This design comes from an exercise in tuning for small area, a short achievable clock period and few clock cycles per item on the open sky130 flow, not from production work.
Function was checked by simulation only, so behaviour that the tests miss may differ from the original.
No activity file was given, so power comes from the tool's default toggle rates.

Setup of run C:
Design priority_wildcard_host_matcher, start of the top module:
module priority_wildcard_host_matcher #(
    parameter int ENTRIES     = 8,
    parameter int PATTERN_LEN = 63
) (
    input  logic                i_clk,
    input  logic                i_rst_n,
    input  logic                i_in_valid,
    output logic                o_in_ready,
    input  logic [42:0]         i_in_data,
    output logic                o_out_valid,
    input  logic                i_out_ready,
    output logic [5:0]          o_out_data
);
Size: roughly 10000 cells after synthesis, about 5100 flip-flops, roughly 55 I/O pins, ~150000 µm² of cells after synthesis.
==> flow/config.mk <==
export PLATFORM = sky130hd
export DESIGN_NAME = priority_wildcard_host_matcher
export DESIGN_NICKNAME = priority_wildcard_host_matcher
export VERILOG_FILES = /design/flow/design.v
export SDC_FILE = /design/flow/constraint.sdc
export NUM_CORES = 4
export LEC_CHECK = 0
export CAP_MARGIN = 20
export CORE_MARGIN = 2
export CORE_UTILIZATION = 65
export SLEW_MARGIN = 20
==> flow/constraint.sdc <==
create_clock -name core_clock -period 10.0 [get_ports {i_clk}]
set_input_delay 2.0000 -clock core_clock [delete_from_list [all_inputs] [get_ports {i_clk}]]
set_output_delay 2.0000 -clock core_clock [all_outputs]
set_load 0.01 [all_outputs]
standard.sh (not shown) runs the stock make flow with config.mk's settings and CLKGATE_MAP_FILE= SYNTH_SCRIPT=/design/flow/synth_recipe.tcl, a recipe that flattens the netlist after the stock synthesis.
==> flow/flow/run.sh <==
#!/bin/bash
# Standard ORFS layout (the standard.sh, unchanged synthesis), with timing repair aimed
# well below the clock period so that the achieved period is short, and a clock tree with
# smaller leaf buffers (clkbuf_8 driving clusters of up to 16 flip-flops) in place of the
# default clkbuf_16 leaves. Ports are buffered with buf_4 (the standard flow's port buffers can
# come out as slow delay cells that timing repair may not swap).
set -euo pipefail
export CTS_ARGS="-sink_clustering_enable -repair_clock_nets -sink_clustering_size 16 -sink_clustering_max_diameter 60 -sink_clustering_buffer sky130_fd_sc_hd__clkbuf_8 -buf_list {sky130_fd_sc_hd__clkbuf_8 sky130_fd_sc_hd__clkbuf_16}"
export BUFFER_PORTS_ARGS="-buffer_cell sky130_fd_sc_hd__buf_4"
bash standard.sh SETUP_SLACK_MARGIN=6.5 finish > standard_flow.log 2>&1
Testbench counts of run C, summed over its fixed seeds: cycles 16,055, items 16,039.
#### Input delta (run D over run C)
diff --git a/flow/design.v b/flow/design.v
--- a/flow/design.v
+++ b/flow/design.v
@@ -55,18 +55,20 @@
     localparam int LW  = $clog2(P + 1);
     localparam int NQ  = 4;                  
     localparam int WIN = 16;                 
     localparam int WB  = P - WIN;            
     localparam int LR  = P - WIN;            
     localparam int QW  = $clog2(NQ + 1);
     logic               r_v1;
+    logic               r_vcom1;             
+    logic               r_vend1;             
+    logic               r_vhs1;              
     logic [2:0]         r_op1;
     logic [7:0]         r_ch1;
     logic               r_chz1;              
-    logic               r_hs1;               
     logic               r_star1;             
     logic               r_qm1;               
     logic signed [31:0] r_pr1;
     logic               r_rdy;
     logic [QW-1:0]      r_pend;              
     logic               w_acc;
     logic               w_acc_res;
@@ -93,40 +95,45 @@
                 end
             end
         end
     end
     always_ff @(posedge i_clk) begin
         if (!i_rst_n) begin
             r_v1   <= 1'b0;
+            r_vcom1 <= 1'b0;
+            r_vend1 <= 1'b0;
+            r_vhs1  <= 1'b0;
             r_rdy  <= 1'b1;
             r_pend <= '0;
         end else begin
             r_v1   <= w_acc;
+            r_vcom1 <= w_acc && (w_in.operation == pwhm_pkg::OP_COMMIT);
+            r_vend1 <= w_acc && (w_in.operation == pwhm_pkg::OP_END);
+            r_vhs1  <= w_acc && (w_in.operation == pwhm_pkg::OP_HOST) && (w_in.char_byte != 8'h00);
             r_rdy  <= w_room && !w_stall_nx;
             r_pend <= w_pend_nx;
         end
         r_op1 <= w_in.operation;
         r_pr1 <= w_in.priority_req;
-        r_hs1 <= (w_in.operation == pwhm_pkg::OP_HOST) && (w_in.char_byte != 8'h00);
         if (w_acc) begin
             r_ch1  <= pwhm_pkg::f_lower(w_in.char_byte);
             r_chz1 <= (w_in.char_byte == 8'h00);
             r_star1 <= (w_in.char_byte == pwhm_pkg::STAR_CH);
             r_qm1   <= (w_in.char_byte == pwhm_pkg::QMARK_CH);
         end
     end
     localparam logic [1:0] B_IDLE = 2'd0;
     localparam logic [1:0] B_APP  = 2'd1;    
     localparam logic [1:0] B_PASS = 2'd2;    
     logic w_pat_raw, w_pat, w_commit, w_host, w_end, w_sort;
     logic w_ch_zero;
     assign w_pat_raw = r_v1 && (r_op1 == pwhm_pkg::OP_PAT);
-    assign w_commit  = r_v1 && (r_op1 == pwhm_pkg::OP_COMMIT);
+    assign w_commit  = r_vcom1;
     assign w_host    = r_v1 && (r_op1 == pwhm_pkg::OP_HOST);
-    assign w_end     = r_v1 && (r_op1 == pwhm_pkg::OP_END);
+    assign w_end     = r_vend1;
     assign w_sort    = r_v1 && (r_op1 == pwhm_pkg::OP_SORT);
     assign w_ch_zero = r_chz1;
     logic [CW-1:0]  r_cnt;                   
     logic [E-1:0]   r_valid;                 
     logic [E-1:0]   r_slot;                  
     logic [LW-1:0]  r_blen;                  
     logic [LW-1:0]  r_slen;                  
@@ -136,19 +143,20 @@
     logic           r_fstar;                 
     logic           r_hterm;
     logic           r_slow;                  
     logic [1:0]     r_bm;                    
     logic           r_pgo;                   
     logic           r_pdone;                 
     logic [LW-1:0]  r_g;                     
+    logic           r_aln;                   
+    logic [LW-1:0]  w_g_nx;
     logic           w_is_star;
     logic           w_take_c;                
     logic           w_store_c;               
     logic           w_app_c;                 
-    logic [LW-1:0]  w_m;                     
     logic           w_aligned;
     logic           w_defer;
     logic           w_pat_take;
     logic           w_pat_store;
     logic           w_app;                   
     logic           w_full;
     logic           w_add;
@@ -158,25 +166,25 @@
     logic           w_proc;                  
     logic           w_wstep;                 
     logic           w_long;
     logic [7:0]     w_code;
     assign w_is_star   = r_star1;
     assign w_take_c    = !r_term && !w_ch_zero && (r_blen < LW'(P));
     assign w_store_c   = w_take_c && !(w_is_star && r_pstar);
-    assign w_app_c     = w_store_c && (|r_slot) && (r_slen >= LW'(WIN));
-    assign w_m         = r_slen - LW'(WIN);
-    assign w_aligned   = (r_g == w_m);
+    assign w_app_c     = w_store_c && (|r_slot) && (r_slen[LW-1:4] != '0);
+    assign w_aligned   = r_aln;
+    assign w_g_nx      = (r_g == LW'(LR - 1)) ? '0 : r_g + 1'b1;
     assign w_defer     = w_pat_raw && w_app_c && !w_aligned;
     assign w_pat       = (w_pat_raw && !w_defer) || ((r_bm == B_APP) && w_aligned);
     assign w_pat_take  = w_pat && w_take_c;
     assign w_pat_store = w_pat && w_store_c;
     assign w_app       = w_pat && w_app_c;
     assign w_full      = (r_cnt >= CW'(E));
     assign w_add       = w_commit && !w_full && !r_ovf;
-    assign w_step      = r_v1 && r_hs1 && !r_hterm;
+    assign w_step      = r_vhs1 && !r_hterm;
     assign w_fast      = w_step && !r_slow;
     assign w_sstart    = w_step && r_slow;
     assign w_proc      = (r_bm == B_PASS) && !r_pdone && (r_pgo || (r_g == '0));
     assign w_wstep     = (r_bm == B_PASS) && r_pdone;
     assign w_long      = (r_slen > LW'(WIN));
     assign w_stall_nx  = (w_acc && (w_in.operation == pwhm_pkg::OP_HOST) &&
                           (r_slow || (w_add && w_long))) ||
@@ -198,16 +206,24 @@
             r_fstar <= 1'b0;
             r_hterm <= 1'b0;
             r_slow  <= 1'b0;
             r_bm    <= B_IDLE;
             r_pgo   <= 1'b0;
             r_pdone <= 1'b0;
             r_g     <= '0;
+            r_aln   <= 1'b0;
         end else begin
-            r_g <= (r_g == LW'(LR - 1)) ? '0 : r_g + 1'b1;
+            r_g <= w_g_nx;
+            if (w_commit) begin
+                r_aln <= 1'b0;
+            end else if (w_pat_store) begin
+                r_aln <= ((w_g_nx + LW'(WIN - 1)) == r_slen);
+            end else begin
+                r_aln <= ((w_g_nx + LW'(WIN)) == r_slen);
+            end
             if (w_pat && !r_term) begin
                 if (w_ch_zero) begin
                     r_term <= 1'b1;
                 end else if (r_blen >= LW'(P)) begin
                     r_ovf <= 1'b1;
                 end
             end
Findings:
Relative area change from synthesis to final layout essentially unchanged between run C and run D. Initial core utilization: run C vs run D — no meaningful difference. Looking at setup slack of the critical path after layout, run D sits 84 ps lower than run C does. Summary: with run C as the reference, CTS buffer count in run D moved up slightly. Post-layout minimum cycle time sits higher in run D than in run C. Against run C, run D reports a power dissipated by switching net loads that is higher. Comparing non-clock buffer count for run C and run D, the smaller number came from run D. Antenna diode instance count: run C and run D compared, higher one is run D. For fraction of area in clock buffers and inverters, run C and run D come out practically identical. Maximum number of pins on one net before global-route repair: lower on run C.
Testbench counts of run D, summed over its fixed seeds: cycles 16,055, items 16,039.

## port drivers added, routing unchanged
In the flow no input, the clock included, has a driving cell. The finished layouts below were timed again as built, in two steps.
Step 1 (the two cells are an assumption about what drives the block):
set clk [get_ports {i_clk}]
set_driving_cell -lib_cell sky130_fd_sc_hd__clkbuf_16 $clk
set_driving_cell -lib_cell sky130_fd_sc_hd__buf_2 [delete_from_list [all_inputs] $clk]
Step 2 adds t to the input delays and takes it off the output delays; t is the mean of the earliest and latest rising clock arrival at the registers after step 1. Input paths then give back, and output paths get back, about the clock's delay inside the block.
Three values: no drivers, after step 1, after step 2; two values: the first two.
run	t, ns	setup WS [ns]	worst data-port slew with drivers (ns)
run C	0.979	6.603 / 6.511 / 6.149	0.05
run D	0.994	6.518 / 6.435 / 5.913	0.15
After both steps every run listed still meets setup and hold. For run D, which loses most, drivers alone change the setup slack by -0.083 ns; drivers and shift together by -0.605 ns.
